Context: an optimization exercise on an open-source flow, tuned for small area. The choices shown serve that exercise and are no tape-out recipe. Function was checked by simulation only, so behaviour that the tests miss may differ from the original. Power and IR drop assume default switching activity.

==> flow/config.mk <==
export PLATFORM = sky130hd
export DESIGN_NAME = active_list
export DESIGN_NICKNAME = active_list
export VERILOG_FILES = /design/flow/design.v
export SDC_FILE = /design/flow/constraint.sdc
export NUM_CORES = 4
export LEC_CHECK = 0
export CAP_MARGIN = 20
export CORE_MARGIN = 2
export CORE_UTILIZATION = 65
export SLEW_MARGIN = 20
==> flow/constraint.sdc <==
create_clock -name core_clock -period 7.5 [get_ports {clk}]
set_input_delay 1.5000 -clock core_clock [delete_from_list [all_inputs] [get_ports {clk}]]
set_output_delay 1.5000 -clock core_clock [all_outputs]
set_load 0.01 [all_outputs]
==> flow/design.v <==
`timescale 1ns/10ps
package active_list_pkg;
  typedef logic [$clog2(32)-1:0] al_index_t;
  typedef logic [$clog2(8)-1:0] dq_index_t;  
  typedef logic [6-1:0] reg_addr_t;  
  typedef logic [32-1:0] data_t;  
  typedef struct packed {
    reg_addr_t logical;   
    reg_addr_t physical;  
  } map_pair_t;
  typedef struct packed {
    al_index_t tag;   
    data_t     data;
  } wb_result_t;
  typedef struct packed {
    reg_addr_t physical;  
    data_t     data;      
  } commit_t;
endpackage
`timescale 1ns/10ps
module active_list (
  input  logic        clk,
  input  logic        rst_n,
  input  logic        add_mapping,    
  input  logic [11:0] alloc_pair,     
  output logic [4:0]  alloc_tag,      
  input  logic        wb_valid,
  input  logic [36:0] wb_result,      
  input  logic        commit_ack,     
  input  logic        flush,
  output logic        commit_valid,
  output logic [37:0] commit,         
  output logic        restore_valid,  
  output logic [11:0] restore_pair,   
  output logic        flush_busy,
  output logic        dq_full         
);
  localparam int AW = $clog2(32);
  localparam int PW = 2 * 6;
  localparam int DW = 32;
  localparam int NS = 8;
  active_list_pkg::wb_result_t wb_res;
  assign wb_res = active_list_pkg::wb_result_t'(wb_result);
  logic [PW-1:0]        pair_mem [32];  
  logic [AW:0]          head;                  
  logic [AW:0]          tail;                  
  logic                 walking;               
  logic                 list_empty;
  logic                 alloc_accept;
  logic                 wb_write;
  logic                 retire;
  logic                 walk_step;
  logic [AW-1:0]        rd_index;              
  logic [PW-1:0]        rd_pair;
  logic [DW-1:0]        slot_data [NS];        
  logic [AW-1:0]        slot_tag  [NS];        
  logic [NS-1:0]        slot_busy;             
  logic [NS-1:0]        slot_free;             
  logic [NS-1:0]        hit;                   
  logic [DW-1:0]        head_data;
  assign list_empty   = (head == tail);
  assign dq_full      = &slot_busy;
  assign flush_busy   = walking;
  assign alloc_accept = add_mapping && !walking;
  assign wb_write     = wb_valid && !walking && !dq_full;
  assign walk_step    = walking && !list_empty;
  assign alloc_tag     = tail[AW-1:0];
  assign restore_valid = walk_step;
  always_comb begin
    head_data = '0;
    for (int i = 0; i < NS; i++) begin
      hit[i]    = slot_busy[i] && (slot_tag[i] == head[AW-1:0]);
      head_data = head_data | ({DW{hit[i]}} & slot_data[i]);
    end
  end
  assign commit_valid = !list_empty && !walking && (|hit);
  assign retire       = commit_ack && commit_valid;
  assign rd_index = walking ? (tail[AW-1:0] - 1'b1) : head[AW-1:0];
  always_comb begin
    rd_pair = '0;
    for (int i = 0; i < 32; i++) begin
      rd_pair = rd_pair | ({PW{rd_index == AW'(i)}} & pair_mem[i]);
    end
  end
  assign restore_pair = rd_pair;
  assign commit       = {rd_pair[6-1:0], head_data};
  always_comb begin
    logic below_busy;
    below_busy = 1'b1;
    for (int i = 0; i < NS; i++) begin
      slot_free[i] = below_busy && !slot_busy[i];
      below_busy   = below_busy && slot_busy[i];
    end
  end
  always_ff @(posedge clk or negedge rst_n) begin
    if (!rst_n) begin
      head      <= '0;
      tail      <= '0;
      walking   <= 1'b0;
      slot_busy <= '0;
    end else begin
      if (retire) begin
        head <= head + 1'b1;
      end
      if (walk_step) begin
        tail <= tail - 1'b1;
      end else if (alloc_accept) begin
        tail <= tail + 1'b1;
      end
      if (!walking) begin
        walking <= flush;
      end else if (list_empty) begin
        walking <= 1'b0;
      end
      if (flush && !walking) begin
        slot_busy <= '0;  
      end else begin
        for (int i = 0; i < NS; i++) begin
          if (wb_write && slot_free[i]) begin
            slot_busy[i] <= 1'b1;
          end else if (retire && hit[i]) begin
            slot_busy[i] <= 1'b0;
          end
        end
      end
    end
  end
  always_ff @(posedge clk) begin
    if (alloc_accept) begin
      pair_mem[tail[AW-1:0]] <= alloc_pair;
    end
    for (int i = 0; i < NS; i++) begin
      if (wb_write && slot_free[i]) begin
        slot_data[i] <= wb_res.data;
        slot_tag[i]  <= wb_res.tag;
      end
    end
  end
endmodule
==> flow/flow/run.sh <==
#!/bin/bash
# Own flow: the standard layout (standard.sh: unchanged synthesis,
# floorplan, placement and routing), with two knobs of the layout steps set:
#  - port buffers use the smallest buffer, sky130_fd_sc_hd__buf_1
#  - clock tree synthesis clusters up to 16 flip-flops within 60 um under
#    each clkbuf_8 and inserts no dummy loads
# Each ORFS step writes its tool's full output to orfs/logs/; the whole
# make output also goes to standard.log in this folder.
set -euo pipefail
export BUFFER_PORTS_ARGS="-buffer_cell sky130_fd_sc_hd__buf_1"
export CTS_ARGS="-sink_clustering_enable -repair_clock_nets -dont_use_dummy_load -sink_clustering_size 16 -sink_clustering_max_diameter 60 -buf_list {sky130_fd_sc_hd__clkbuf_8}"
bash standard.sh > standard.log 2>&1
==> flow/standard.sh <==
#!/bin/bash
# synth_recipe.tcl (not shown) runs the flow's synth.tcl, then flattens the netlist and writes it again
# the make line also repeats each setting of config.mk as NAME=value (left out here)
make -C /OpenROAD-flow-scripts/flow DESIGN_CONFIG=/design/flow/config.mk WORK_HOME=/design/flow/orfs CLKGATE_MAP_FILE= SYNTH_SCRIPT=/design/flow/synth_recipe.tcl "${@:-finish}"
==> results.cfg, run 1 <==
[synthesis]
async_flop_share_pct = 3.00
syn_nets = 1675
yosysSeqAreaShare_pct = 77.0
synth_cells = 1609
synth_top_cell_by_area = edfxtp_1
synthAdderAreaFrac_pct = 0.534
synth_common_cells = edfxtp_1 (680), a22oi_1 (142), nand2_1 (78)
ys_warn_count = 3
synthMuxAreaShare_pct = 1.34
synth.top_cell.area_share_pct = 75.1
synth_compound_area_share_pct = 11.2
ys_types = 74
ys_ff_latch = 701
synthXorXnorAreaFrac_pct = 1.96
yosysMostFrequentCell = edfxtp_1
yosys-top-cells-area = edfxtp_1 (75%), a22oi_1 (3.9%), dfrtp_1 (1.9%)
synth_ff_type = edfxtp_1
synth_top_family_by_area = compound AO/OA/AOI/OAI gates
synth_edf_count = 680
netlist_area_mm2 = 0.0272
synth_area_per_cell_um2 = 16.9
yosys.area_share.simple_pct = 5.65

[routing]
drc = 0
viasPerCell = 6.75
num_vias = 15234
antenna_left = 0
drt-pass1-iter-count = 5
first_iter_violations = 1901
wl_um = 62600
wl_per_cell_um = 27.8

[clock_tree]
path_clk_slew_ps = 60
clock-sinks = 701
clockBufferDepth = 3
h-tree-depth = 2
cts_hold_buf = 0
postCtsSetupRepairBufs = 0
cts_resized = 0
cts_made_buffers = 51
cts_root_buf = clkbuf_8
cts_tree = built
clkLatencyLatePin_ps = 680

[global_routing]
grt.overflow.total = 0
grt_pass1_wl_um = 94100
grt_usage_pct = 29.3
antenna_found_initial = 4
grt_max_degree = 52
grt_pass1_vias = 15274

[min_path]
hold_class = reg2reg

[setup_path]
crit_chain = inv_1, ha_1, and3b_1, or2_1, buf_4, a222oi_1, o22ai_1, a221o_1, nor3_1, nand4_1, buf_1
worst-path-buf-inv = 3
crit_required_ps = 6000
critPathTopFamily = simple AND/OR/NAND/NOR gates
slowest_delay_ps = 870
cp-end-kind = output port
critPathLaunchType = flip-flop
arrival_ps = 5010
crit_type = reg2out
cp_max_fo = 30
cpMaxStageDelayCell = ha_1

[sta]
finalHoldViolations = 0
relSlewSlack_pct = 23.7
finalSetupViolCount = 0
post-route-period-util_pct = 86.8
fin_skew_ps = 39.9
finalMaxSlewViolations = 0
fmax_mhz = 154
fin_setup_tns_ps = 0
whs_ps = 472
tightest_slew_ps = 1140
grt_setup_unrepaired = no
period_minus_slack_ps = 6510

[final_layout]
final_cell_area_mm2 = 0.0290
fillers = 2726
fin_cells = 2257
area_growth_syn_to_layout_pct = 6.60
nNetsFinal = 1793
drive_gt1_share_pct = 10.0
diodes = 0

[power_and_ir_drop]
p_seq_share_pct = 47.2
powerDensity_mw_per_mm2 = 331
power_frac_comb_pct = 34.9
p_total_uw = 9610
p_int_uw = 6120
p_leak_uw = 0.00905
switching_share_pct = 36.3
p_sw_uw = 3490
max-vdd-ir-drop_v = 0.000239
clkPwrFrac_pct = 17.9

[placed_design]
placed_cells = 2205
dpl_cell_area_mm2 = 0.0283
port_buffers = 113
dp_hpwl_um = 37500
gp_congestion = 0.834

[floorplan]
start_util_pct = 66.2
core_mm2 = 0.0411
die_x_um = 209
die_h_um = 209
core.rowCount = 74
ios = 114
die_area_mm2 = 0.0435

[status]
status = timing/DRC/antenna clean

[flow_run]
maxCapViolCount = 0
metal layers:
| layer | part of all wire, % | vias up | global-route usage, % |
|---|---|---|---|
| met5 | 0.097 | - | 0 |
| met4 | 3.4 | 8 | 11.0 |
| met3 | 8.1 | 127 | 5.46 |
| met2 | 49 | 680 | 47.7 |
| met1 | 40 | 7730 | 39.9 |
| li1 | - | 6689 | - |
sequential cells by signal (all words and copies together) (netlist names):
register and cells:
slot_tag 40, slot_data 256, tail 6, head 6, slot_busy 8, pair_mem 384
walking 1
through the flow:
step	setup slack, ps	utilization (%)
2_1_floorplan	2870	-
3_3_place_gp	1840	68.7
6_report	992	70.5
3_5_place_dp	1710	68.7
4_1_cts	999	70.4
5_1_grt	813	70.5
cell usage in the layout, fill, tap and decap left out, drive strengths merged, types with 4 or more instances in the layout:
cell,count
a21oi,52
a22o,45
nor2b,8
a211oi,7
edfxtp,680
nor3,25
or4,4
nor4,10
a221oi,48
o22ai,21
ha,10
nand3,48
o21ai,10
or2,5
a222oi,13
clkbuf,51
nor3b,7
inv,8
buf,173
a221o,9
and3,19
o2111ai,9
nor2,58
xnor2,20
dfrtp,21
nand4,15
a211o,11
mux2i,33
o221ai,10
a22oi,142
xor2,40
nand2,78
final timing paths:
kind	start	to	slack (ps)	depth (start not counted)
setup / recovery	tail[0]	commit[36]	990	11
hold / removal	head[0]	head[0]	470	1
setup reg to reg	head[1]	head[5]	3300	9
hold reg to reg	head[0]	head[0]	470	1
max in group asynchronous	rst_n	head[4]	6450	2
min in group asynchronous	rst_n	slot_busy[3]	780	2
worst reg2reg max path, stage by stage (launching register included):
cell     delay, ps
dfrtp_1        860
buf_4          360
xor2_1         100
nor4_1         350
and3_1         960
buf_4          420
nor4_1          90
a21o_2         300
or4_4          510
xnor2_2        140
logic make-up after synthesis:
group                      count (synthesis)
buffers and inverters                    116
AOI/OAI and AO/OA                        393
DFF                                      701
xor gates and xnor gates                  60
adders and majority gates                 11
and+or+nand+nor                          292
muxes                                     36
power by group through the flow:
stage | combinational (µW) | clock (µW) | sequential (µW)
CTS | 3330 | 1740 | 4530
detailed placement | 3320 | 0 | 4620
floorplan | 2360 | 0 | 4540
finish | 3360 | 1720 | 4530
global placement | 3270 | 0 | 4620
global route | 3590 | 1870 | 4550
cell type report:
type                       count  area [µm²]  share of cell area (%)
sequential                   701       20900                    72.2
multi-input combinational    792        5770                    19.9
timing repair buffer         173         875                    3.02
clock buffer                  51         702                    2.42
tap                          532         666                    2.30
inverter                       8        30.0                   0.104
==> run 2, diff against run 1 <==
--- a/flow/config.mk
+++ b/flow/config.mk
@@ -5,7 +5,8 @@
 export SDC_FILE = /design/flow/constraint.sdc
 export NUM_CORES = 4
 export LEC_CHECK = 0
-export CAP_MARGIN = 20
+export CAP_MARGIN = 0
 export CORE_MARGIN = 2
 export CORE_UTILIZATION = 65
-export SLEW_MARGIN = 20
+export GPL_TIMING_DRIVEN = 0
+export SLEW_MARGIN = 0
==> run 2 against run 1 <==
Net effect: core utilization rose by 0.69 points; register-to-register slack improved by 790 ps; largest power group unchanged; highest routed layer unchanged; cell area rose by 0.98%; synthesized cell count did not move; clock power barely moved; clock skew rose by 22 ps; critical path depth rose by 3; sequential power fell by 1%.
==> results.cfg, run 2 <==
[status]
status = timing/DRC/antenna clean

[routing]
drt-pass1-iter-count = 6
wl_um = 64000
first_iter_violations = 1623
antenna_left = 0
num_vias = 15495
drc = 0
viasPerCell = 6.69
wl_per_cell_um = 27.6

[floorplan]
ios = 114
core.rowCount = 74
die_h_um = 209
die_area_mm2 = 0.0435
start_util_pct = 66.2
die_x_um = 209
core_mm2 = 0.0411

[synthesis]
synth_compound_area_share_pct = 11.2
synth_edf_count = 680
synth.top_cell.area_share_pct = 75.1
synth_ff_type = edfxtp_1
synth_top_cell_by_area = edfxtp_1
netlist_area_mm2 = 0.0272
synth_common_cells = edfxtp_1 (680), a22oi_1 (142), nand2_1 (78)
async_flop_share_pct = 3.00
ys_warn_count = 3
yosys-top-cells-area = edfxtp_1 (75%), a22oi_1 (3.9%), dfrtp_1 (1.9%)
syn_nets = 1675
ys_ff_latch = 701
yosysSeqAreaShare_pct = 77.0
yosysMostFrequentCell = edfxtp_1
synthMuxAreaShare_pct = 1.34
synth_area_per_cell_um2 = 16.9
ys_types = 74
synth_top_family_by_area = compound AO/OA/AOI/OAI gates
synthAdderAreaFrac_pct = 0.534
synth_cells = 1609
yosys.area_share.simple_pct = 5.65
synthXorXnorAreaFrac_pct = 1.96

[power_and_ir_drop]
p_leak_uw = 0.00920
clkPwrFrac_pct = 17.3
p_seq_share_pct = 45.4
p_int_uw = 6280
power_frac_comb_pct = 37.4
switching_share_pct = 36.3
powerDensity_mw_per_mm2 = 337
max-vdd-ir-drop_v = 0.000231
p_sw_uw = 3580

[min_path]
min_to = tail[5]
whs_path_depth = 1
hold_class = reg2reg
hp-start = tail[5]

[setup_path]
path_common_cell = buf_2
cp-end-kind = output port
cp_max_fo = 10
r2r_slack_ps = 4090
critPathTopFamily = buffers and inverters
reg2reg_depth = 13
crit_required_ps = 6000
cpMaxStageDelayCell = dfrtp_1
crit_type = reg2out
reg2reg_from = tail[4]
worst-path-buf-inv = 6
slowest_delay_ps = 590
crit_chain = buf_2, inv_1, ha_1, buf_2, and3b_1, o21bai_1, clkbuf_1, a222oi_1, o22ai_1, a221o_1, nor3_1, nand4_1, buf_4, buf_1
r2r_end = tail[5]
arrival_ps = 5170
critPathLaunchType = flip-flop

[global_routing]
grt_pass1_wl_um = 94800
grt_pass1_vias = 15141
grt_max_degree = 33
grt.overflow.total = 0
antenna_found_initial = 2
grt_usage_pct = 29.6

[placed_design]
dp_hpwl_um = 42000
port_buffers = 113
dpl_cell_area_mm2 = 0.0286
gp_congestion = 0.866

[clock_tree]
cts_root_buf = clkbuf_8
clockBufferDepth = 3
postCtsSetupRepairBufs = 0
cts_made_buffers = 50
clkLatencyLatePin_ps = 680
cts_hold_buf = 0
cts_resized = 0
cts_tree = built
h-tree-depth = 2
clock-sinks = 701
path_clk_slew_ps = 100

[sta]
relSlewSlack_pct = 5.23
tightest_slew_ps = 1420
fmax_mhz = 150
fin_setup_tns_ps = 0
finalHoldViolations = 0
post-route-period-util_pct = 88.9
finalMaxSlewViolations = 0
whs_ps = 514
period_minus_slack_ps = 6670
finalSetupViolCount = 0
fin_skew_ps = 61.9
grt_setup_unrepaired = no

[flow_run]
maxCapViolCount = 0

[final_layout]
final_cell_mix = edfxtp_1 (680), a22oi_1 (142), buf_1 (104)
nNetsFinal = 1852
final_cell_area_mm2 = 0.0293
area_growth_syn_to_layout_pct = 7.64
layout_commonest_cell = edfxtp_1
largest_reg_flops = 384
drive_gt1_share_pct = 9.75
[run 2: cell count changes in the layout (fill, tap and decap cells not counted), moves of 3 or more]
cell | before | now
buf_16 | 0 | 3
buf_12 | 0 | 4
nor2_1 | 37 | 52
buf_6 | 0 | 12
buf_2 | 0 | 38
buf_4 | 60 | 20
clkbuf_2 | 0 | 3
clkbuf_1 | 0 | 47
nor2_2 | 15 | 0
buf_1 | 113 | 104
[run 2: worst max path at each step]
stage / start / to / slack, ps / depth (start not counted)
floorplan: tail[0] / restore_pair[0] / 2870 / 13
finish: tail[0] / restore_pair[3] / 830 / 14
global route: tail[0] / restore_pair[3] / 690 / 14
detailed placement: tail[0] / restore_pair[3] / 1620 / 14
global placement: wb_valid / slot_data[4][10] / 370 / 3
CTS: tail[0] / restore_pair[3] / 860 / 14
[run 2: routing by layer]
layer  GRT usage, %  part of all wire (%)
met1           40.3                    39
met2           50.1                    50
met3           5.09                   8.0
met4           8.62                   2.5
met5              0                 0.017
[run 2: logic make-up after synthesis]
logic type | count (synthesis)
flops | 701
xor+xnor | 60
compound gates | 393
mux | 36
buf+inv | 116
fa+ha+maj | 11
simple gates | 292
[run 2: final cells by class]
class | count | area, µm²
flip-flops and latches | 701 | 20900
fillers | 2662 | 11800
multi-input cells | 792 | 5690
clock buffers | 50 | 688
well taps | 532 | 666
repair buffers | 125 | 664
plain buffers | 108 | 586
inverters | 8 | 30.0
diodes | 1 | 2.50
[run 2: power groups by stage]
stage	combinational, µW	clock, µW	sequential, µW
final	3680	1700	4470
after global routing	3940	1840	4480
after CTS	3650	1720	4470
after detailed placement	3640	0	4560
after global placement	3580	0	4560
after floorplan	2360	0	4540
[run 2: metrics by stage]
step	std cells	worst slack [ps]	total power (µW)	util, %
4_1_cts	2316	863	9840	71.2
5_1_grt	2316	695	10300	71.2
3_5_place_dp	2266	1620	8200	69.5
6_report	2317	832	9860	71.2
3_3_place_gp	2254	370	8130	68.8
2_1_floorplan	1609	2870	6900	-
==> run 3, diff against run 2 <==
--- a/flow/config.mk
+++ b/flow/config.mk
@@ -7,6 +7,5 @@
 export LEC_CHECK = 0
 export CAP_MARGIN = 0
 export CORE_MARGIN = 2
-export CORE_UTILIZATION = 65
-export GPL_TIMING_DRIVEN = 0
+export CORE_UTILIZATION = 75
 export SLEW_MARGIN = 0
==> run 3 against run 2 <==
Net effect: still clean; clock skew up 2.7 ps; flip-flop and latch count stayed put; core utilization up 9.5 points; global-route usage increased by 3.3 points; power decreased by 3.2%; via count decreased by 0.16%; worst setup slack got worse by 94 ps; maximum frequency shrank 1.4%; critical endpoint is now restore_pair[9]; largest power group unchanged.
==> results.cfg, run 3 <==
[status]
status = timing/DRC/antenna clean

[setup_path]
cp-end-kind = output port
crit_required_ps = 6000
critPathLaunchType = flip-flop
critPathTopFamily = simple AND/OR/NAND/NOR gates
cp_max_fo = 21
arrival_ps = 5260
worst-path-buf-inv = 3
crit_chain = inv_1, ha_1, nand3_1, o21ai_2, buf_4, nor3b_2, a22oi_1, and4b_1, nand4_1, buf_1
crit_type = reg2out
cpMaxStageDelayCell = ha_1
slowest_delay_ps = 850

[final_layout]
fin_util_pct = 80.7
regArea_mm2 = 0.0209
fillers = 1835
layout_commonest_cell = edfxtp_1
nNetsFinal = 1786
largest_reg_flops = 384
multi_input_area_mm2 = 0.00571
area_growth_syn_to_layout_pct = 5.84
drive_gt1_share_pct = 8.61
final_cell_mix = edfxtp_1 (680), a22oi_1 (142), buf_1 (113)

[routing]
num_vias = 15470
drc = 0
drt-pass1-iter-count = 20
wl_um = 60600
antenna_left = 0
viasPerCell = 7.10
wl_per_cell_um = 27.8
first_iter_violations = 1947

[synthesis]
syn_nets = 1675
synth_common_cells = edfxtp_1 (680), a22oi_1 (142), nand2_1 (78)
synth_edf_count = 680
synth.top_cell.area_share_pct = 75.1
netlist_area_mm2 = 0.0272
synth_area_per_cell_um2 = 16.9
yosysMostFrequentCell = edfxtp_1
yosysSeqAreaShare_pct = 77.0
ys_ff_latch = 701
synth_cells = 1609
async_flop_share_pct = 3.00
ys_types = 74
synth_ff_type = edfxtp_1
ys_warn_count = 3
yosys-top-cells-area = edfxtp_1 (75%), a22oi_1 (3.9%), dfrtp_1 (1.9%)
synth_top_cell_by_area = edfxtp_1

[floorplan]
start_util_pct = 76.3
core_mm2 = 0.0357
die_area_mm2 = 0.0378
ios = 114
die_x_um = 194
core.rowCount = 69
die_h_um = 194

[power_and_ir_drop]
powerDensity_mw_per_mm2 = 332
max-vdd-ir-drop_v = 0.000279
p_sw_uw = 3450
clkPwrFrac_pct = 17.6
power_frac_comb_pct = 35.0
p_leak_uw = 0.00901
switching_share_pct = 36.1
p_seq_share_pct = 47.4
p_int_uw = 6100

[placed_design]
dp_hpwl_um = 36000
gp_congestion = 0.844
port_buffers = 113

[global_routing]
grt_usage_pct = 33.0
grt_pass1_wl_um = 92000
grt_max_degree = 46
antenna_found_initial = 3
grt.overflow.total = 0
grt_pass1_vias = 15409

[clock_tree]
cts_hold_buf = 0
clockBufferDepth = 3
h-tree-depth = 2
cts_tree = built
cts_resized = 0
cts_root_buf = clkbuf_8
clock-sinks = 701
path_clk_slew_ps = 100
cts_made_buffers = 50
postCtsSetupRepairBufs = 0
clkLatencyLatePin_ps = 680

[sta]
fin_skew_ps = 64.6
period_minus_slack_ps = 6760
fin_setup_tns_ps = 0
finalSetupViolCount = 0
post-route-period-util_pct = 90.2
relSlewSlack_pct = 14.2
tightest_slew_ps = 1280
finalMaxSlewViolations = 0
finalHoldViolations = 0
grt_setup_unrepaired = no
fmax_mhz = 148

[flow_run]
maxCapViolCount = 0

[min_path]
hold_class = reg2reg
[run 3: cell counts after synthesis]
No cell type changed its count.
[run 3: area by class of cell]
cell class | count | share of cell area, %
flip-flops and latches | 701 | 72.8
multi-input cells | 792 | 19.8
repair buffers | 167 | 2.88
clock buffers | 50 | 2.39
well taps | 461 | 2.00
inverters | 8 | 0.104
diodes | 1 | 0.00869
[run 3: metrics by stage]
| step | cell area [µm²] | total power (µW) | hold WS [ps] | cells | worst slack (ps) |
|---|---|---|---|---|---|
| floorplan | 27200 | 6900 | 461 | 1609 | 2870 |
| global placement | 28100 | 7810 | 481 | 2129 | 1810 |
| detailed placement | 28100 | 7880 | 484 | 2129 | 1630 |
| CTS | 28800 | 9500 | 501 | 2179 | 879 |
| global route | 28800 | 9900 | 547 | 2179 | 618 |
| finish | 28800 | 9540 | 506 | 2180 | 738 |
[run 3: path summary, 6_finish.rpt]
path | from | endpoint | slack [ps] | cells after the start
worst min-delay path | tail[5] | tail[5] | 510 | 1
worst min register to register | tail[5] | tail[5] | 510 | 1
min in group asynchronous | rst_n | slot_busy[1] | 790 | 2
worst max-delay path | tail[0] | restore_pair[9] | 740 | 10
max in group asynchronous | rst_n | slot_busy[2] | 6440 | 2
worst max register to register | head[2] | head[5] | 3880 | 8
[run 3: routing by layer]
| metal | vias to the layer above | share of wire (%) | GRT usage [%] | wire length, µm |
|---|---|---|---|---|
| met5 | - | 0.051 | 0 | 31 |
| met4 | 4 | 3.7 | 15.1 | 2240 |
| met3 | 143 | 10 | 6.72 | 6050 |
| met2 | 906 | 50 | 53.3 | 30100 |
| met1 | 7744 | 37 | 44.3 | 22200 |
| li1 | 6673 | - | - | - |
[run 3: cell families (layout without fill, tap and decap cells)]
kind of cell / count (synthesis) / count (layout) / synth area share [%]
compound gates: 393 / 393 / 11.2
xor+xnor: 60 / 60 / 1.96
fa+ha+maj: 11 / 11 / 0.534
buf+inv: 116 / 225 / 2.26
flops: 701 / 701 / 77.0
mux: 36 / 36 / 1.34
other cells: 0 / 1 / 0
simple gates: 292 / 292 / 5.65
[run 3: power by group through the flow]
stage	logic, µW	clock network (µW)	registers, µW
after floorplan	2360	0	4540
after global placement	3210	0	4610
after detailed placement	3270	0	4610
after CTS	3290	1690	4520
after global routing	3550	1810	4540
final	3340	1680	4530
==> run 4, diff against run 3 <==
==> flow/flow/run.sh (replaced) <==
#!/bin/bash
# Own flow: the standard layout (standard.sh), with these changes:
#  - synthesis is the standard one except for the ABC script that maps the
#    combinational logic, which is flow/abc_area_map.script (area recovery
#    with &nf -R instead of the delay-driven default); registers, their
#    names and cell types are untouched, since dfflibmap runs before ABC
#  - port buffers use the smallest buffer, sky130_fd_sc_hd__buf_1
#  - clock tree synthesis clusters up to 16 flip-flops within 60 um under
#    each clkbuf_8 and inserts no dummy loads
# Each ORFS step writes its tool's full output to orfs/logs/; the whole
# make output also goes to standard.log in this folder.
set -euo pipefail
here=$(pwd)
rm -rf "$here/scripts_own"
cp -r "$FLOW_HOME/scripts" "$here/scripts_own"
cp "$here/flow/abc_area_map.script" "$here/scripts_own/abc_speed.script"
export SCRIPTS_DIR="$here/scripts_own"
export BUFFER_PORTS_ARGS="-buffer_cell sky130_fd_sc_hd__buf_1"
export CTS_ARGS="-sink_clustering_enable -repair_clock_nets -dont_use_dummy_load -sink_clustering_size 16 -sink_clustering_max_diameter 60 -buf_list {sky130_fd_sc_hd__clkbuf_8}"
bash standard.sh > standard.log 2>&1
==> flow/flow/abc_area_map.script (new file) <==
&get -n
&st
&syn2
&dch -f
&nf -R 1000
&st
&syn2
&dch -f
&nf -R 1000
&st
&synch2
&nf -R 1000
&put
topo
dnsize -c
==> flow/config.mk (replaced) <==
export PLATFORM = sky130hd
export DESIGN_NAME = active_list
export DESIGN_NICKNAME = active_list
export VERILOG_FILES = /design/flow/design.v
export SDC_FILE = /design/flow/constraint.sdc
export NUM_CORES = 4
export LEC_CHECK = 0
export CAP_MARGIN = 20
export CORE_MARGIN = 2
export CORE_UTILIZATION = 65
export SLEW_MARGIN = 20
==> run 4 against run 3 <==
Net effect: die area increased by 9.9%; critical path type unchanged; critical endpoint unchanged; maximum frequency up 2.2%; flip-flop and latch count unchanged; highest routed layer is now met4; clock skew is 2.0 ps higher; largest power group unchanged; first-iteration DRC count fell by 2.3%; sequential power hardly changed; critical path depth is 2 higher.
==> results.cfg, run 4 <==
[clock_tree]
cts_hold_buf = 0
cts_resized = 0
path_clk_slew_ps = 100
h-tree-depth = 2
clockBufferDepth = 3
cts_root_buf = clkbuf_8
clock-sinks = 701
cts_tree = built
postCtsSetupRepairBufs = 0
cts_made_buffers = 51
clkLatencyLatePin_ps = 690

[synthesis]
yosysSeqAreaShare_pct = 80.7
synth_top_cell_by_area = edfxtp_1
yosys-top-cells-area = edfxtp_1 (79%), a22oi_1 (6.5%), dfrtp_1 (2.0%)
yosysMostFrequentCell = edfxtp_1
ys_warn_count = 3
async_flop_share_pct = 3.00
synth.top_cell.area_share_pct = 78.7
synth_common_cells = edfxtp_1 (680), a22oi_1 (224), nor2_1 (91)
synth_area_per_cell_um2 = 17.5
syn_nets = 1549
synth_cells = 1483
synth_edf_count = 680
netlist_area_mm2 = 0.0259
ys_ff_latch = 701
synth_ff_type = edfxtp_1
ys_types = 44

[routing]
wl_per_cell_um = 28.4
wl_um = 63100
viasPerCell = 6.76
drc = 0
drt-pass1-iter-count = 7
antenna_left = 0
first_iter_violations = 1903
num_vias = 15018

[global_routing]
gr-usage-met2_pct = 50.2
grt_max_degree = 39
use_met3_pct = 6.46
antenna_found_initial = 1
use_met1_pct = 41.6
grt_usage_pct = 30.9
grt_pass1_vias = 14724
grt_busiest_layer = met2
grt.overflow.total = 0
grt_pass1_wl_um = 92700

[setup_path]
critPathLaunchType = flip-flop
path_common_cell = nand2_1
reg2reg_from = head[3]
crit_type = reg2out
critPathTopFamily = simple AND/OR/NAND/NOR gates
arrival_ps = 5120
startpoint = tail[0]
cpMaxStageDelayCell = nor2_1
crit_required_ps = 6000
crit_chain = clkinv_1, ha_1, xnor2_1, nand2_1, o21a_1, nand2_1, nor2_1, a22oi_1, nand4_1, nor3_1, nand3_1, buf_1
slowest_delay_ps = 980
cp-end-kind = output port
worst-path-buf-inv = 2
cp_max_fo = 19

[floorplan]
ios = 114
core.rowCount = 73
start_util_pct = 65.6
die_area_mm2 = 0.0415
die_x_um = 204
die_h_um = 204
core_mm2 = 0.0395

[sta]
finalMaxSlewViolations = 0
fin_skew_ps = 66.6
finalHoldViolations = 0
post-route-period-util_pct = 88.2
relSlewSlack_pct = 25.4
grt_setup_unrepaired = no
period_minus_slack_ps = 6620
fin_setup_tns_ps = 0
finalSetupViolCount = 0
tightest_slew_ps = 1110
fmax_mhz = 151

[placed_design]
dp_hpwl_um = 37000
port_buffers = 113
gp_congestion = 0.864
dpl_cell_area_mm2 = 0.0276

[min_path]
hp-start = head[5]
hold_class = reg2reg

[power_and_ir_drop]
powerDensity_mw_per_mm2 = 335
max-vdd-ir-drop_v = 0.000198
p_leak_uw = 0.00862
p_total_uw = 9490

[status]
status = timing/DRC/antenna clean

[final_layout]
area_growth_syn_to_layout_pct = 9.05
nNetsFinal = 1765
final_cell_area_mm2 = 0.0283
layout_commonest_cell = edfxtp_1
largest_reg_flops = 384
drive_gt1_share_pct = 8.54
final_cell_mix = edfxtp_1 (680), a22oi_1 (224), buf_1 (113)

[flow_run]
maxCapViolCount = 0
-- run 4: final cells by class --
cell class / count / area [µm²]
antenna: 1 / 2.50
clock buffer: 51 / 702
fill: 2580 / 11300
inverter: 17 / 63.8
multi-input combinational: 754 / 5040
sequential: 701 / 20900
tap: 525 / 657
timing repair buffer: 174 / 882
-- run 4: logic make-up (layout without fill, tap and decap cells) --
group | count (synthesis) | in the layout | synth area share (%)
DFF | 701 | 701 | 80.7
AOI/OAI and AO/OA | 421 | 421 | 11.6
and+or+nand+nor | 287 | 287 | 5.32
xor gates and xnor gates | 33 | 33 | 1.11
buffers and inverters | 28 | 242 | 0.564
adders and majority gates | 11 | 11 | 0.559
muxes | 2 | 2 | 0.0820
other | 0 | 1 | 0
-- run 4: final timing paths --
path                                    to  slack [ps]  depth (start not counted)
hold / removal                     head[5]         490                          1
max in group asynchronous          head[3]        6440                          2
hold reg to reg                    head[5]         490                          1
min in group asynchronous          tail[2]         770                          2
setup / recovery           restore_pair[9]         880                         12
setup reg to reg                   tail[5]        3500                         13
-- run 4: power breakdown --
part           switching [µW]  leakage (µW)  internal (µW)
clock                    1100      0.000367            608
combinational            2240       0.00188            999
sequential                136       0.00638           4400
-- run 4: layer usage --
metal	share of wire, %	vias up
met3	9.1	148
met4	4.0	0
met2	48	760
li1	-	6550
met5	0	-
met1	39	7560
-- run 4: metrics by stage --
step	worst slack, ps	hold WS (ps)	cells	util (%)
final	883	494	2223	71.5
after global routing	612	507	2222	71.5
after CTS	867	500	2222	71.5
after detailed placement	1590	483	2171	69.7
after global placement	1690	482	2170	69.7
after floorplan	967	462	1483	-
==> run 5, diff against run 4 <==
==> flow/flow/abc_area_map.script (replaced) <==
&get -n
&st
&syn3
&dch -f
&nf -R 2000 -p
&st
&syn3
&dch -f
&nf -R 2000 -p
&put
topo
dnsize -c
==> flow/config.mk (replaced) <==
export PLATFORM = sky130hd
export DESIGN_NAME = active_list
export DESIGN_NICKNAME = active_list
export VERILOG_FILES = /design/flow/design.v
export SDC_FILE = /design/flow/constraint.sdc
export NUM_CORES = 4
export LEC_CHECK = 0
export CAP_MARGIN = 0
export CORE_MARGIN = 2
export CORE_UTILIZATION = 70
export GPL_TIMING_DRIVEN = 0
export SLEW_MARGIN = 0
==> run 5 against run 4 <==
Net effect: still clean; non-clock buffer count fell by 19; wire length fell by 10%; cell count fell by 8.6%; area after synthesis fell by 1.4%; global-route usage fell by 0.74 points; die area fell by 8.3%; cell area fell by 0.95%; worst setup slack improved by 420 ps; largest power group unchanged; highest routed layer is now met5.
==> results.cfg, run 5 <==
[sta]
fin_skew_ps = 31.0
relSlewSlack_pct = 7.70
post-route-period-util_pct = 82.7
period_minus_slack_ps = 6200
grt_setup_unrepaired = no
tightest_slew_ps = 1380
finalHoldViolations = 0
fmax_mhz = 161
finalMaxSlewViolations = 0
finalSetupViolCount = 0

[power_and_ir_drop]
p_leak_uw = 0.00854
max-vdd-ir-drop_v = 0.000197
powerDensity_mw_per_mm2 = 293

[clock_tree]
postCtsSetupRepairBufs = 0
cts_root_buf = clkbuf_8
cts_resized = 0
path_clk_slew_ps = 90
cts_made_buffers = 50
h-tree-depth = 2
clock-sinks = 701
cts_tree = built
clkLatencyLatePin_ps = 640
clockBufferDepth = 3
cts_hold_buf = 0

[final_layout]
largest_reg_flops = 384
nNetsFinal = 1630
final_cell_mix = edfxtp_1 (680), a22oi_1 (132), buf_1 (102)
area_growth_syn_to_layout_pct = 9.59
drive_gt1_share_pct = 7.68
fin_util_pct = 77.3
final_cell_area_mm2 = 0.0280
layout_commonest_cell = edfxtp_1

[setup_path]
r2r_slack_ps = 3390
crit_type = reg2out
r2r_end = head[5]
cpMaxStageDelayCell = dfrtp_1
path_common_cell = nor2_1
reg2reg_depth = 10
crit_required_ps = 6000
startpoint = tail[0]
arrival_ps = 4700
cp_max_fo = 12
reg2reg_from = head[4]
crit_chain = clkinv_1, ha_1, xnor2_1, a21oi_1, nor2_1, nand2_1, nor2_1, a22o_1, a221oi_1, nand4_1, or3_1, buf_4, buf_1
cp-end-kind = output port
slowest_delay_ps = 580
critPathLaunchType = flip-flop

[global_routing]
grt_busiest_layer = met2
antenna_found_initial = 2
grt.overflow.total = 0
use_met3_pct = 5.72
grt_pass1_vias = 13973
grt_pass1_wl_um = 84000
grt_usage_pct = 30.1
gr-usage-met2_pct = 48.4
grt_max_degree = 33
use_met1_pct = 41.5

[synthesis]
netlist_area_mm2 = 0.0256
async_flop_share_pct = 3.00
synth_cells = 1368
ys_warn_count = 3
synth_area_per_cell_um2 = 18.7
synth_ff_type = edfxtp_1
ys_ff_latch = 701
ys_types = 33
synth.top_cell.area_share_pct = 79.9
yosys-top-cells-area = edfxtp_1 (80%), a22oi_1 (3.9%), dfrtp_1 (2.1%)
synth_common_cells = edfxtp_1 (680), a22oi_1 (132), nor2_1 (88)
synth_edf_count = 680
synth_top_cell_by_area = edfxtp_1
syn_nets = 1434
yosysMostFrequentCell = edfxtp_1
yosysSeqAreaShare_pct = 81.9

[routing]
antenna_left = 0
viasPerCell = 6.87
wl_per_cell_um = 27.9
first_iter_violations = 1662
wl_um = 56600
drt-pass1-iter-count = 6
num_vias = 13951
drc = 0

[flow_run]
maxCapViolCount = 0

[floorplan]
ios = 114
start_util_pct = 70.5
die_h_um = 195
core_mm2 = 0.0363
die_area_mm2 = 0.0381
core.rowCount = 70
die_x_um = 195

[min_path]
hp-start = head[5]
hold_class = reg2reg
min_to = head[5]
whs_path_depth = 1

[placed_design]
dpl_cell_area_mm2 = 0.0273
gp_congestion = 0.837
dp_hpwl_um = 35600
port_buffers = 113

[status]
status = timing/DRC/antenna clean
==> run 5: changes by cell type in the layout (fill, tap and decap cells not counted), moves of 18 or more <==
| cell | previous run | this run |
|---|---|---|
| a22oi_1 | 224 | 132 |
| a21oi_1 | 69 | 18 |
| buf_4 | 61 | 11 |
| a221oi_1 | 14 | 55 |
| a22o_1 | 18 | 54 |
| a222oi_1 | 16 | 48 |
| xnor2_1 | 18 | 41 |
| nor3_1 | 21 | 1 |
| nand2_1 | 60 | 42 |
| o21ai_0 | 29 | 11 |
==> run 5: per-stage QoR <==
step | setup slack (ps) | instances | hold WS [ps] | TNS, ps | total power [µW]
after floorplan | 2170 | 1368 | 460 | 0 | 5770
after global placement | -723 | 1949 | 477 | -61700 | 6560
after detailed placement | 2010 | 1980 | 479 | 0 | 6620
after CTS | 1330 | 2030 | 495 | 0 | 8230
after global routing | 1060 | 2030 | 510 | 0 | 8500
final | 1300 | 2032 | 498 | 0 | 8220
==> run 5: logic make-up after synthesis <==
family,after synthesis,share of synthesized area (%)
multiplexers,1,0.0440
AO/OA/AOI/OAI,334,10.5
AND/OR/NAND/NOR,253,4.82
buffers and inverters,18,0.426
flip-flops,701,81.9
adder cells (fa/ha/maj),11,0.568
XOR/XNOR,50,1.71
==> run 5: area by class of cell <==
type                    count  area [µm²]
diodes                      2        5.00
flip-flops and latches    701       20900
inverters                   7        26.3
fillers                  2023        8230
multi-input cells         649        4680
plain buffers              11        82.6
well taps                 468         586
clock buffers              50         688
repair buffers            144        1020
==> run 5: per-layer routing <==
layer	wire (µm)	vias up
met3	4610	115
li1	-	6141
met1	22200	7003
met4	2050	2
met5	12	-
met2	27700	690
==> run 5: report_power, final <==
part	switching [µW]	total [µW]	leakage, µW	internal (µW)
sequential	105	4500	0.00638	4390
clock	1070	1670	0.000360	598
combinational	1330	2050	0.00179	723
total	2510	8220	0.00854	5710
==> run 5: worst max path at each step <==
stage,end,slack (ps),cells past startpoint
2_1_floorplan,slot_data[5][0],2170,5
4_1_cts,restore_pair[0],1330,12
5_1_grt,restore_pair[1],1060,12
3_3_place_gp,commit[28],-720,6
6_report,restore_pair[0],1300,13
3_5_place_dp,restore_pair[0],2010,12
==> run 5: worst max-delay path: cells and delay by family, from the launching register on <==
kind,cells,cell delay (ps)
AOI/OAI and AO/OA,3,1060
xor gates and xnor gates,1,130
adders and majority gates,1,320
buffers and inverters,3,570
DFF,1,580
and+or+nand+nor,5,1410
==> run 6, diff against run 5 <==
--- a/flow/config.mk
+++ b/flow/config.mk
@@ -8,5 +8,5 @@
 export CAP_MARGIN = 0
 export CORE_MARGIN = 2
 export CORE_UTILIZATION = 70
-export GPL_TIMING_DRIVEN = 0
+export PLACE_DENSITY = 0.95
 export SLEW_MARGIN = 0
==> run 6 against run 5 <==
Net effect: die area unchanged; combinational power about the same; sequential power barely moved; power is 0.29% higher; critical endpoint is now restore_pair[5]; largest power group unchanged.
==> results.cfg, run 6 <==
[final_layout]
drive_gt1_share_pct = 7.28
fin_util_pct = 76.4
largest_reg_flops = 384
fin_cells = 2037
nNetsFinal = 1635
final_cell_area_mm2 = 0.0277
area_growth_syn_to_layout_pct = 8.36
layout_commonest_cell = edfxtp_1
fillers = 1724
final_cell_mix = edfxtp_1 (680), a22oi_1 (132), buf_1 (113)

[placed_design]
port_buffers = 113
placed_cells = 1984
gp_congestion = 0.882
dpl_cell_area_mm2 = 0.0270
dp_hpwl_um = 38300

[global_routing]
grt_usage_pct = 34.4
grt_max_degree = 39
grt_pass1_wl_um = 95900
grt.overflow.total = 0
grt_pass1_vias = 15283
antenna_found_initial = 4

[status]
status = timing/DRC/antenna clean

[synthesis]
ys_warn_count = 3
synth_area_per_cell_um2 = 18.7
yosys-top-cells-area = edfxtp_1 (80%), a22oi_1 (3.9%), dfrtp_1 (2.1%)
async_flop_share_pct = 3.00
synth_cells = 1368
synth_common_cells = edfxtp_1 (680), a22oi_1 (132), nor2_1 (88)
synth.top_cell.area_share_pct = 79.9
yosysSeqAreaShare_pct = 81.9
synth_edf_count = 680
synth_ff_type = edfxtp_1
ys_ff_latch = 701
yosysMostFrequentCell = edfxtp_1
synth_top_family_by_area = compound AO/OA/AOI/OAI gates
synth_top_cell_by_area = edfxtp_1
synthMuxAreaShare_pct = 0.0440
netlist_area_mm2 = 0.0256
ys_types = 33
synth_compound_area_share_pct = 10.5
synthXorXnorAreaFrac_pct = 1.71
synthAdderAreaFrac_pct = 0.568
yosys.area_share.simple_pct = 4.82
syn_nets = 1434

[min_path]
hold_class = reg2reg
whs_path_depth = 1

[routing]
viasPerCell = 7.66
drt-pass1-iter-count = 9
antenna_left = 0
num_vias = 15607
drc = 0
wl_um = 64400
first_iter_violations = 3147
wl_per_cell_um = 31.6

[clock_tree]
cts_tree = built
postCtsSetupRepairBufs = 0
h-tree-depth = 2
cts_made_buffers = 51
cts_root_buf = clkbuf_8
clockBufferDepth = 3
clkLatencyLatePin_ps = 680
path_clk_slew_ps = 90
clock-sinks = 701
cts_hold_buf = 0
cts_resized = 0

[sta]
finalMaxSlewViolations = 0
relSlewSlack_pct = 5.37
fin_setup_tns_ps = 0
fmax_mhz = 159
grt_setup_unrepaired = no
period_minus_slack_ps = 6300
finalHoldViolations = 0
tightest_slew_ps = 1410
fin_skew_ps = 73.3
post-route-period-util_pct = 84.0
finalSetupViolCount = 0

[power_and_ir_drop]
p_leak_uw = 0.00844
max-vdd-ir-drop_v = 0.000330
powerDensity_mw_per_mm2 = 298

[setup_path]
cp-end-kind = output port
crit_required_ps = 6000
reg2reg_depth = 9
cp_max_fo = 12
arrival_ps = 4800
crit_type = reg2out
critPathLaunchType = flip-flop

[floorplan]
core_mm2 = 0.0363
die_x_um = 195
start_util_pct = 70.5
core.rowCount = 70
die_h_um = 195
die_area_mm2 = 0.0381
ios = 114

[flow_run]
maxCapViolCount = 0
## run 6: cell counts after synthesis
No cell type changed its count.
## run 6: report_power, final
group | switching, µW | internal [µW] | total [µW]
Combinational | 1410 | 616 | 2020
Clock | 1110 | 609 | 1720
Sequential | 110 | 4390 | 4500
## run 6: worst paths after layout
check,from,end,slack [ps]
setup / recovery,tail[0],restore_pair[5],1200
hold / removal,head[5],head[5],500
setup reg to reg,head[4],head[5],2720
hold reg to reg,head[5],head[5],500
max in group asynchronous,rst_n,head[4],6480
min in group asynchronous,rst_n,head[0],780
## run 6: kinds of logic after synthesis
family	after synthesis
xor+xnor	50
flops	701
simple gates	253
mux	1
fa+ha+maj	11
buf+inv	18
compound gates	334
## run 6: through the flow
step | total power (µW) | setup WS (ps) | hold WS [ps]
floorplan | 5770 | 2170 | 460
CTS | 8150 | 1430 | 506
finish | 8250 | 1200 | 505
detailed placement | 6490 | 2170 | 490
global route | 8440 | 1070 | 537
global placement | 6340 | 2570 | 476
## run 6: cell type report
type | count | area, µm² | area share (%)
multi-input combinational | 649 | 4680 | 16.9
tap | 468 | 586 | 2.11
clock buffer | 51 | 702 | 2.53
sequential | 701 | 20900 | 75.6
inverter | 7 | 26.3 | 0.0948
antenna | 2 | 5.00 | 0.0181
timing repair buffer | 159 | 769 | 2.78
## run 6: per-layer routing
metal | track usage (%) | routed length [µm]
met5 | 0 | 35
met4 | 16.9 | 3860
met3 | 8.07 | 8860
met2 | 56.0 | 31200
met1 | 44.5 | 20500
## run 6: worst max-delay path, stage by stage, from the launching register on
cell and delay (ps):
dfrtp_1 520, clkinv_1 290, ha_1 340, xnor2_1 150, a21oi_1 470, nand3_1 310, nor2_1 970, a22o_1 270
a221oi_1 70, nand4_1 340, or3_1 200, buf_1 200
==> run 7, diff against run 6 <==
--- a/flow/config.mk
+++ b/flow/config.mk
@@ -8,5 +8,4 @@
 export CAP_MARGIN = 0
 export CORE_MARGIN = 2
 export CORE_UTILIZATION = 70
-export PLACE_DENSITY = 0.95
 export SLEW_MARGIN = 0
==> run 7 against run 6 <==
Net effect: still clean on timing, DRC and antenna; sequential power about the same; wire length fell by 10%; maximum frequency grew 5.0%; combinational power down 4%; largest cell class unchanged; largest power group unchanged.
==> results.cfg, run 7 <==
[synthesis]
yosysMostFrequentCell = edfxtp_1
synth_edf_count = 680
yosys-top-cells-area = edfxtp_1 (80%), a22oi_1 (3.9%), dfrtp_1 (2.1%)
yosysSeqAreaShare_pct = 81.9
synth_ff_type = edfxtp_1
ys_types = 33
synth_common_cells = edfxtp_1 (680), a22oi_1 (132), nor2_1 (88)
synth_area_per_cell_um2 = 18.7
ys_warn_count = 3
async_flop_share_pct = 3.00
ys_ff_latch = 701
synth_cells = 1368
synth.top_cell.area_share_pct = 79.9
syn_nets = 1434
synth_top_cell_by_area = edfxtp_1
netlist_area_mm2 = 0.0256

[setup_path]
crit_type = reg2out
crit_chain = clkinv_1, ha_1, xnor2_1, a21oi_1, nor2_1, nand2_1, nor2_1, a22o_1, a221oi_1, nand4_1, or3_1, buf_1
reg2reg_from = head[4]
startpoint = tail[0]
slowest_delay_ps = 500
critPathTopFamily = simple AND/OR/NAND/NOR gates
worst-path-buf-inv = 2
cp_max_fo = 12
critPathLaunchType = flip-flop
crit_required_ps = 6000
path_common_cell = nor2_1
arrival_ps = 4500
cp-end-kind = output port
cpMaxStageDelayCell = dfrtp_1

[min_path]
hp-start = tail[5]
hold_class = reg2reg

[routing]
drt-pass1-iter-count = 6
viasPerCell = 6.89
first_iter_violations = 1606
num_vias = 14084
wl_um = 57700
wl_per_cell_um = 28.2
antenna_left = 0
drc = 0

[clock_tree]
clkLatencyLatePin_ps = 660
clockBufferDepth = 3
h-tree-depth = 2
cts_made_buffers = 50
path_clk_slew_ps = 90
cts_root_buf = clkbuf_8
cts_tree = built
cts_resized = 0
clock-sinks = 701
postCtsSetupRepairBufs = 0
cts_hold_buf = 0

[final_layout]
nNetsFinal = 1642
largest_reg_flops = 384
fillers = 2083
final_cell_mix = edfxtp_1 (680), a22oi_1 (132), buf_1 (113)
layout_commonest_cell = edfxtp_1
area_growth_syn_to_layout_pct = 8.53
drive_gt1_share_pct = 7.62

[global_routing]
grt_max_degree = 39
grt_pass1_vias = 13764
grt.overflow.total = 0
antenna_found_initial = 4
grt_pass1_wl_um = 85400
grt_usage_pct = 30.8

[status]
status = timing/DRC/antenna clean

[sta]
tightest_slew_ps = 1280
grt_setup_unrepaired = no
period_minus_slack_ps = 6000
whs_ps = 498
fin_skew_ps = 54.2
fmax_mhz = 167
finalHoldViolations = 0
post-route-period-util_pct = 80.1
fin_setup_tns_ps = 0
finalSetupViolCount = 0
finalMaxSlewViolations = 0
relSlewSlack_pct = 14.6

[placed_design]
port_buffers = 113
gp_congestion = 0.888
dp_hpwl_um = 34700

[floorplan]
core_mm2 = 0.0363
die_x_um = 195
die_area_mm2 = 0.0381
core.rowCount = 70
die_h_um = 195
ios = 114
start_util_pct = 70.5

[power_and_ir_drop]
p_total_uw = 8100
max-vdd-ir-drop_v = 0.000220
p_leak_uw = 0.00848
powerDensity_mw_per_mm2 = 292

[flow_run]
maxCapViolCount = 0
[run 7: cell counts after synthesis]
No cell type changed its count.
[run 7: metrics by stage]
step                instances  area, µm²  worst slack, ps  utilization [%]
floorplan                1368      25600             2170                -
global placement         1991      27100             2210             74.6
detailed placement       1991      27100             2220             74.6
CTS                      2041      27700             1540             76.5
global route             2042      27800             1310             76.5
finish                   2043      27800             1500             76.5
[run 7: cell type report]
class	count	area [µm²]	area share (%)
flip-flops and latches	701	20900	75.5
multi-input cells	649	4670	16.8
diodes	1	2.50	0.00902
clock buffers	50	688	2.48
well taps	468	586	2.11
repair buffers	167	833	3.00
inverters	7	26.3	0.0947
[run 7: power breakdown]
| group | internal, µW | total, µW | switching (µW) |
|---|---|---|---|
| registers | 4390 | 4490 | 99.7 |
| logic | 623 | 1940 | 1320 |
| clock network | 597 | 1670 | 1070 |
[run 7: layer usage]
metal	up-vias	GRT usage (%)	share of wire [%]
li1	6168	-	-
met1	7041	41.7	37
met2	753	50.7	50
met3	116	5.49	9.1
met4	6	13.0	3.9
met5	-	0	0.068
[run 7: logic make-up (layout without fill, tap and decap cells)]
group           Yosys count  in the layout  share of synthesized area, %
xor+xnor                 50             50                          1.71
simple gates            253            253                          4.82
flops                   701            701                          81.9
fa+ha+maj                11             11                         0.568
buf+inv                  18            224                         0.426
compound gates          334            334                          10.5
other cells               0              1                             0
mux                       1              1                        0.0440
[run 7: worst paths after layout]
path                       cells after the start  slack (ps)               to
min in group asynchronous                      2         920     slot_busy[5]
hold / removal                                 1         500          tail[5]
setup reg to reg                               9        2960          head[5]
max in group asynchronous                      2        6320          tail[0]
hold reg to reg                                1         500          tail[5]
setup / recovery                              12        1500  restore_pair[9]
==> run 8, diff against run 7 <==
--- a/flow/config.mk
+++ b/flow/config.mk
@@ -7,5 +7,6 @@
 export LEC_CHECK = 0
 export CAP_MARGIN = 0
 export CORE_MARGIN = 2
-export CORE_UTILIZATION = 70
+export CORE_UTILIZATION = 60
+export PLACE_DENSITY = 0.8
 export SLEW_MARGIN = 0
==> run 8 against run 7 <==
Net effect: still clean on timing, DRC and antenna; sequential power hardly changed; cell count is 2.9% higher; clock power hardly changed; critical path type unchanged; highest routed layer unchanged.
==> results.cfg, run 8 <==
[placed_design]
place_ws_ps = 2300
dp_hpwl_um = 33800
placed_cells = 2052
dpl_cell_area_mm2 = 0.0271
gp_congestion = 0.855
port_buffers = 113

[clock_tree]
clock-sinks = 701
h-tree-depth = 2
cts_root_buf = clkbuf_8
postCtsSetupRepairBufs = 0
cts_tree = built
cts_hold_buf = 0
cts_resized = 0
cts_made_buffers = 50
path_clk_slew_ps = 100
clkLatencyLatePin_ps = 650
clockBufferDepth = 3

[synthesis]
synth_common_cells = edfxtp_1 (680), a22oi_1 (132), nor2_1 (88)
ys_types = 33
yosysMostFrequentCell = edfxtp_1
async_flop_share_pct = 3.00
yosysSeqAreaShare_pct = 81.9
synth_ff_type = edfxtp_1
ys_warn_count = 3
synth_edf_count = 680
synth_cells = 1368
ys_ff_latch = 701
synth.top_cell.area_share_pct = 79.9
netlist_area_mm2 = 0.0256
syn_nets = 1434
yosys-top-cells-area = edfxtp_1 (80%), a22oi_1 (3.9%), dfrtp_1 (2.1%)
synth_area_per_cell_um2 = 18.7
synth_top_cell_by_area = edfxtp_1

[sta]
finalMaxSlewViolations = 0
grt_setup_unrepaired = no
fin_setup_tns_ps = 0
relSlewSlack_pct = 12.2
finalSetupViolCount = 0
fin_skew_ps = 38.6
post-route-period-util_pct = 79.4
finalHoldViolations = 0
period_minus_slack_ps = 5960
fmax_mhz = 168
fin_ws_ps = 1540
tightest_slew_ps = 1310

[final_layout]
layout_commonest_cell = edfxtp_1
area_growth_syn_to_layout_pct = 8.53
fin_cells = 2102
final_cell_mix = edfxtp_1 (680), a22oi_1 (132), buf_1 (113)
largest_reg_flops = 384
multi_input_area_mm2 = 0.00467
fillers = 2732
diodes = 0
nNetsFinal = 1631
regArea_mm2 = 0.0209
drive_gt1_share_pct = 6.97
final_cell_area_mm2 = 0.0278

[floorplan]
die_area_mm2 = 0.0443
die_x_um = 210
die_h_um = 210
start_util_pct = 60.8
core_mm2 = 0.0420
ios = 114
core.rowCount = 75

[power_and_ir_drop]
max-vdd-ir-drop_v = 0.000224
p_leak_uw = 0.00842
p_total_uw = 8070
powerDensity_mw_per_mm2 = 291

[setup_path]
arrival_ps = 4460
cp-end-kind = output port
slowest_delay_ps = 950
cp_max_fo = 12
cpMaxStageDelayCell = nor2_1
worst-path-buf-inv = 2
critPathTopFamily = simple AND/OR/NAND/NOR gates
crit_type = reg2out
critPathLaunchType = flip-flop
crit_chain = clkinv_1, ha_1, and3_1, o21ai_0, o21a_1, nand3_1, nor2_1, a22o_1, a221oi_1, nand4_1, or3_1, buf_1
crit_required_ps = 6000

[min_path]
hold_class = reg2reg

[global_routing]
antenna_found_initial = 2
grt_pass1_wl_um = 85500
grt_pass1_vias = 14100
grt.overflow.total = 0
grt_usage_pct = 26.1
grt_max_degree = 39

[routing]
drt-pass1-iter-count = 8
first_iter_violations = 2057
num_vias = 14350
wl_um = 57600
viasPerCell = 6.83
antenna_left = 0
wl_per_cell_um = 27.4
drc = 0

[status]
status = timing/DRC/antenna clean

[flow_run]
maxCapViolCount = 0
-- run 8: changes by cell type in the layout (fill, tap and decap cells not counted), sizes merged --
| cell | change |
|---|---|
| diode | -1 |
| buf | -11 |
-- run 8: per-stage QoR --
stage / hold slack [ps] / utilization [%]
2_1_floorplan: 460 / -
3_3_place_gp: 476 / 64.4
3_5_place_dp: 477 / 64.4
4_1_cts: 494 / 66.0
5_1_grt: 511 / 66.0
6_report: 493 / 66.0
-- run 8: area by class of cell --
type	instances	share of cell area (%)
Inverter	7	0.0947
Sequential cell	701	75.5
Multi-Input combinational cell	649	16.8
Tap cell	539	2.43
Clock buffer	50	2.48
Timing Repair Buffer	156	2.69
-- run 8: layer usage --
layer	up-vias	global-route usage, %	share of wire [%]
li1	6142	-	-
met1	7176	34.9	37
met2	911	43.1	49
met3	119	5.07	10
met4	2	9.98	3.3
met5	-	0	0.023
-- run 8: path summary, 6_finish.rpt --
check	start	endpoint	slack (ps)	cells after the start
max in group asynchronous	rst_n	slot_busy[7]	6440	2
worst max register to register	head[4]	head[5]	3070	9
worst min-delay path	tail[5]	tail[5]	490	1
worst max-delay path	tail[0]	restore_pair[3]	1540	12
worst min register to register	tail[5]	tail[5]	490	1
min in group asynchronous	rst_n	head[1]	800	2
-- run 8: power by group --
| group | internal [µW] | total, µW | leakage (µW) | switching, µW |
|---|---|---|---|---|
| logic | 613 | 1900 | 0.00167 | 1280 |
| clock network | 598 | 1680 | 0.000359 | 1080 |
| registers | 4390 | 4490 | 0.00638 | 101 |
| total | 5600 | 8070 | 0.00842 | 2460 |
-- run 8: logic make-up (layout without fill, tap and decap cells) --
group,Yosys count,in the layout,synth area share (%)
fa+ha+maj,11,11,0.568
xor+xnor,50,50,1.71
flops,701,701,81.9
buf+inv,18,213,0.426
simple gates,253,253,4.82
mux,1,1,0.0440
compound gates,334,334,10.5
==> run 9, diff against run 8 <==
--- a/flow/config.mk
+++ b/flow/config.mk
@@ -7,6 +7,6 @@
 export LEC_CHECK = 0
 export CAP_MARGIN = 0
 export CORE_MARGIN = 2
-export CORE_UTILIZATION = 60
-export PLACE_DENSITY = 0.8
+export CORE_UTILIZATION = 78
+export PLACE_DENSITY = 0.9
 export SLEW_MARGIN = 0
==> run 9 against run 8 <==
Net effect: register-to-register slack worse by 180 ps; core utilization is 19 points higher; first-iteration DRC count is 28% higher; non-clock buffer count shrank 4; critical endpoint is now commit[37]; synthesized cell count unchanged; maximum frequency down 2.3%; worst setup slack worse by 140 ps; still clean on timing, DRC and antenna; global-route usage up 10 points; area after synthesis did not move; cell area fell by 0.59%.
==> results.cfg, run 9 <==
[clock_tree]
cts_root_buf = clkbuf_8
h-tree-depth = 2
clockBufferDepth = 3
cts_tree = built
clock-sinks = 701
cts_hold_buf = 0
postCtsSetupRepairBufs = 0
path_clk_slew_ps = 100
cts_made_buffers = 49
cts_resized = 0
clkLatencyLatePin_ps = 620

[setup_path]
cp_max_fo = 12
arrival_ps = 4600
r2r_end = head[5]
reg2reg_from = head[4]
crit_required_ps = 6000
reg2reg_depth = 9
crit_type = reg2out
r2r_slack_ps = 2890
critPathLaunchType = flip-flop
startpoint = tail[0]
cp-end-kind = output port
cp-endpoint = commit[37]

[synthesis]
yosys-top-cells-area = edfxtp_1 (80%), a22oi_1 (3.9%), dfrtp_1 (2.1%)
synth_edf_count = 680
synth_top_cell_by_area = edfxtp_1
synth_top_family_by_area = compound AO/OA/AOI/OAI gates
synth_cells = 1368
synth_common_cells = edfxtp_1 (680), a22oi_1 (132), nor2_1 (88)
ys_ff_latch = 701
synth_area_per_cell_um2 = 18.7
synth_compound_area_share_pct = 10.5
synth_ff_type = edfxtp_1
async_flop_share_pct = 3.00
yosysSeqAreaShare_pct = 81.9
synth.top_cell.area_share_pct = 79.9
syn_nets = 1434
netlist_area_mm2 = 0.0256
ys_types = 33
synthXorXnorAreaFrac_pct = 1.71
ys_warn_count = 3
synthMuxAreaShare_pct = 0.0440
yosysMostFrequentCell = edfxtp_1
synthAdderAreaFrac_pct = 0.568
yosys.area_share.simple_pct = 4.82

[sta]
fin_ws_ps = 1400
fmax_mhz = 164
finalHoldViolations = 0
fin_setup_tns_ps = 0
period_minus_slack_ps = 6100
grt_setup_unrepaired = no
fin_skew_ps = 27.7
post-route-period-util_pct = 81.3
tightest_slew_ps = 1400
finalSetupViolCount = 0
relSlewSlack_pct = 6.28
finalMaxSlewViolations = 0

[placed_design]
place_ws_ps = 2280
dp_hpwl_um = 36600
port_buffers = 113
gp_congestion = 0.846
placed_cells = 1951

[routing]
antenna_left = 0
drt-pass1-iter-count = 9
wl_met2_um = 30500
viasPerCell = 7.57
wl_um = 61000
num_vias = 15135
met1_length_um = 20200
drc = 0
first_iter_violations = 2637
highest_layer = met5
wl_per_cell_um = 30.5
wl_met3_um = 7720

[power_and_ir_drop]
powerDensity_mw_per_mm2 = 293
max-vdd-ir-drop_v = 0.000217
p_leak_uw = 0.00839

[final_layout]
drive_gt1_share_pct = 6.68
fin_cells = 2000
diodes = 0
layout_commonest_cell = edfxtp_1
nNetsFinal = 1626
largest_reg_flops = 384
area_growth_syn_to_layout_pct = 7.89
final_cell_mix = edfxtp_1 (680), a22oi_1 (132), buf_1 (113)

[global_routing]
grt_max_degree = 39
grt_pass1_wl_um = 90100
grt_usage_pct = 36.4
grt_pass1_vias = 14879
grt.overflow.total = 0
antenna_found_initial = 1

[floorplan]
die_h_um = 185
die_area_mm2 = 0.0342
core_mm2 = 0.0324
core.rowCount = 66
die_x_um = 185
start_util_pct = 79.0
ios = 114

[min_path]
hold_class = reg2reg

[status]
status = timing/DRC/antenna clean

[flow_run]
maxCapViolCount = 0
## run 9: per-stage QoR
| step | area [µm²] | power [µW] | hold WS [ps] | utilization [%] |
|---|---|---|---|---|
| global placement | 26900 | 6360 | 482 | 83.1 |
| finish | 27600 | 8080 | 502 | 85.2 |
| floorplan | 25600 | 5770 | 460 | - |
| global route | 27600 | 8340 | 523 | 85.2 |
| CTS | 27600 | 8030 | 500 | 85.2 |
| detailed placement | 26900 | 6450 | 484 | 83.1 |
## run 9: power by group
| part | switching [µW] | internal (µW) |
|---|---|---|
| sequential | 105 | 4390 |
| clock | 1080 | 587 |
| combinational | 1300 | 613 |
## run 9: kinds of logic (layout without fill, tap and decap cells)
logic type / Yosys count / after routing
DFF: 701 / 701
buffers and inverters: 18 / 208
muxes: 1 / 1
and+or+nand+nor: 253 / 253
xor gates and xnor gates: 50 / 50
adders and majority gates: 11 / 11
AOI/OAI and AO/OA: 334 / 334
## run 9: layout make-up
cell class / instances / area (µm²)
Clock buffer: 49 / 674
Fill cell: 1379 / 4780
Inverter: 7 / 26.3
Multi-Input combinational cell: 649 / 4670
Sequential cell: 701 / 20900
Tap cell: 442 / 553
Timing Repair Buffer: 152 / 717
## run 9: critical path, stage by stage, from the launching register on
cell      delay [ps]
dfrtp_1          500
clkinv_1         260
ha_1             310
and3_1           180
o21ai_0          250
o21ai_0          280
nand3_1          280
nor2_1           250
a22o_1           260
a221oi_1         590
nand4_1          280
or3_1            420
buf_1            140
## run 9: how the worst min path moves through the flow
stage | startpoint | to | slack [ps] | cells after the start
after CTS | head[5] | head[5] | 500 | 1
after global placement | tail[5] | tail[5] | 480 | 1
after floorplan | head[5] | head[5] | 460 | 1
after global routing | head[5] | head[5] | 520 | 1
after detailed placement | head[5] | head[5] | 480 | 1
final | head[5] | head[5] | 500 | 1
## run 9: metal layers
layer	up-vias	track usage [%]
met3	218	7.18
met5	-	0
met1	7398	48.3
met2	1388	60.7
met4	2	14.8
li1	6129	-
==> run 10, diff against run 9 <==
--- a/flow/config.mk
+++ b/flow/config.mk
@@ -7,6 +7,6 @@
 export LEC_CHECK = 0
 export CAP_MARGIN = 0
 export CORE_MARGIN = 2
-export CORE_UTILIZATION = 78
-export PLACE_DENSITY = 0.9
+export CORE_UTILIZATION = 70
+export PLACE_DENSITY = 0.85
 export SLEW_MARGIN = 0
==> run 10 against run 9 <==
Net effect: still clean on timing, DRC and antenna; cell area about the same; critical path depth unchanged; first-iteration DRC count shrank 27%; sequential share of layout area about the same; wire length decreased by 6.2%; area after synthesis unchanged; core utilization shrank 9.1 points; worst setup slack worse by 26 ps; combinational power is essentially flat; worst hold slack lost 4.9 ps; critical endpoint is now restore_pair[2]; largest power group unchanged.
==> results.cfg, run 10 <==
[status]
status = timing/DRC/antenna clean

[routing]
viasPerCell = 7.12
drc = 0
antenna_left = 0
wl_um = 57200
first_iter_violations = 1930
num_vias = 14414
wl_per_cell_um = 28.2

[setup_path]
arrival_ps = 4620
crit_required_ps = 6000
reg2reg_from = head[4]
cp_max_fo = 12
path_common_cell = nor2_1
r2r_end = head[5]
reg2reg_depth = 9
r2r_slack_ps = 3170
crit_chain = clkinv_1, ha_1, xnor2_1, a21oi_1, nor2_1, nand2_1, nor2_1, a22o_1, a221oi_1, nand4_1, or3_1, buf_1
cp-end-kind = output port
cpMaxStageDelayCell = dfrtp_1
slowest_delay_ps = 530
critPathLaunchType = flip-flop

[final_layout]
final_cell_mix = edfxtp_1 (680), a22oi_1 (132), buf_1 (113)
largest_reg_flops = 384
drive_gt1_share_pct = 6.50
nNetsFinal = 1623
layout_commonest_cell = edfxtp_1

[global_routing]
grt_usage_pct = 30.2
grt_max_degree = 39
grt.overflow.total = 0

[synthesis]
synth_area_per_cell_um2 = 18.7
ys_types = 33
synth_top_cell_by_area = edfxtp_1
ys_ff_latch = 701
synth_edf_count = 680
yosysSeqAreaShare_pct = 81.9
async_flop_share_pct = 3.00
synth_ff_type = edfxtp_1
synth.top_cell.area_share_pct = 79.9
yosysMostFrequentCell = edfxtp_1
yosys-top-cells-area = edfxtp_1 (80%), a22oi_1 (3.9%), dfrtp_1 (2.1%)

[placed_design]
gp_congestion = 0.901
port_buffers = 113
dp_hpwl_um = 34600

[min_path]
min_to = head[5]
hold_class = reg2reg
whs_path_depth = 1
hp-start = head[5]

[clock_tree]
h-tree-depth = 2
cts_made_buffers = 49
clock-sinks = 701
cts_hold_buf = 0
path_clk_slew_ps = 100
cts_root_buf = clkbuf_8
cts_resized = 0
postCtsSetupRepairBufs = 0
cts_tree = built

[power_and_ir_drop]
powerDensity_mw_per_mm2 = 292
max-vdd-ir-drop_v = 0.000205
p_total_uw = 8050
p_leak_uw = 0.00837

[flow_run]
maxCapViolCount = 0

[sta]
fmax_mhz = 163
finalMaxSlewViolations = 0
grt_setup_unrepaired = no
relSlewSlack_pct = 11.3
fin_setup_tns_ps = 0

[floorplan]
core.rowCount = 70
start_util_pct = 70.5
die_x_um = 195
die_h_um = 195
ios = 114
==> run 10: area by class of cell <==
type	count	area [µm²]
antenna	2	5.00
multi-input combinational	649	4670
clock buffer	49	674
sequential	701	20900
tap	468	586
timing repair buffer	149	694
fill	1956	8660
inverter	7	26.3
==> run 10: worst max-delay path by stage <==
stage	end	slack, ps	cells past startpoint	start
2_1_floorplan	slot_data[5][0]	2170	5	wb_valid
3_3_place_gp	commit[32]	2470	12	tail[0]
3_5_place_dp	restore_pair[11]	2270	12	tail[0]
4_1_cts	restore_pair[11]	1540	12	tail[0]
5_1_grt	restore_pair[2]	1240	12	tail[0]
6_report	restore_pair[2]	1380	12	tail[0]
==> run 10: logic make-up (layout without fill, tap and decap cells) <==
kind of cell / Yosys count / count (layout) / synth area share (%)
AO/OA/AOI/OAI: 334 / 334 / 10.5
XOR/XNOR: 50 / 50 / 1.71
adder cells (fa/ha/maj): 11 / 11 / 0.568
buffers and inverters: 18 / 205 / 0.426
flip-flops: 701 / 701 / 81.9
multiplexers: 1 / 1 / 0.0440
other: 0 / 2 / 0
AND/OR/NAND/NOR: 253 / 253 / 4.82
==> run 10: critical path: cells and delay by family, from the launching register on <==
| family | cells | cell delay [ps] |
|---|---|---|
| simple gates | 5 | 1340 |
| buf+inv | 2 | 430 |
| fa+ha+maj | 1 | 330 |
| flops | 1 | 530 |
| compound gates | 3 | 1180 |
| xor+xnor | 1 | 140 |
==> run 10: power by group <==
part / total (µW) / switching, µW / internal, µW
clock: 1650 / 1060 / 586
sequential: 4500 / 106 / 4390
combinational: 1910 / 1290 / 613
==> run 10: metal layers <==
| metal | share of wire (%) | wire length [µm] | global-route usage, % |
|---|---|---|---|
| met4 | 3.7 | 2130 | 12.3 |
| met3 | 11 | 6120 | 7.13 |
| met2 | 49 | 28000 | 48.5 |
| met1 | 37 | 20900 | 41.0 |
| met5 | 0 | 0 | 0 |
==> run 10: through the flow <==
step	setup slack, ps	cells	cell area [µm²]	utilization [%]	hold slack, ps
6_report	1380	2025	27600	76.1	497
2_1_floorplan	2170	1368	25600	-	460
4_1_cts	1540	2023	27600	76.1	495
3_5_place_dp	2270	1974	26900	74.3	477
3_3_place_gp	2470	1974	26900	74.3	476
5_1_grt	1240	2023	27600	76.1	523

Setup slack of run 10, layout unchanged: 1.378 ns with ideal ports, 1.327 ns with driving cells assumed (clock clkbuf_16, inputs buf_2), 2.018 ns with port delays also shifted by the 0.691 ns mid clock arrival.
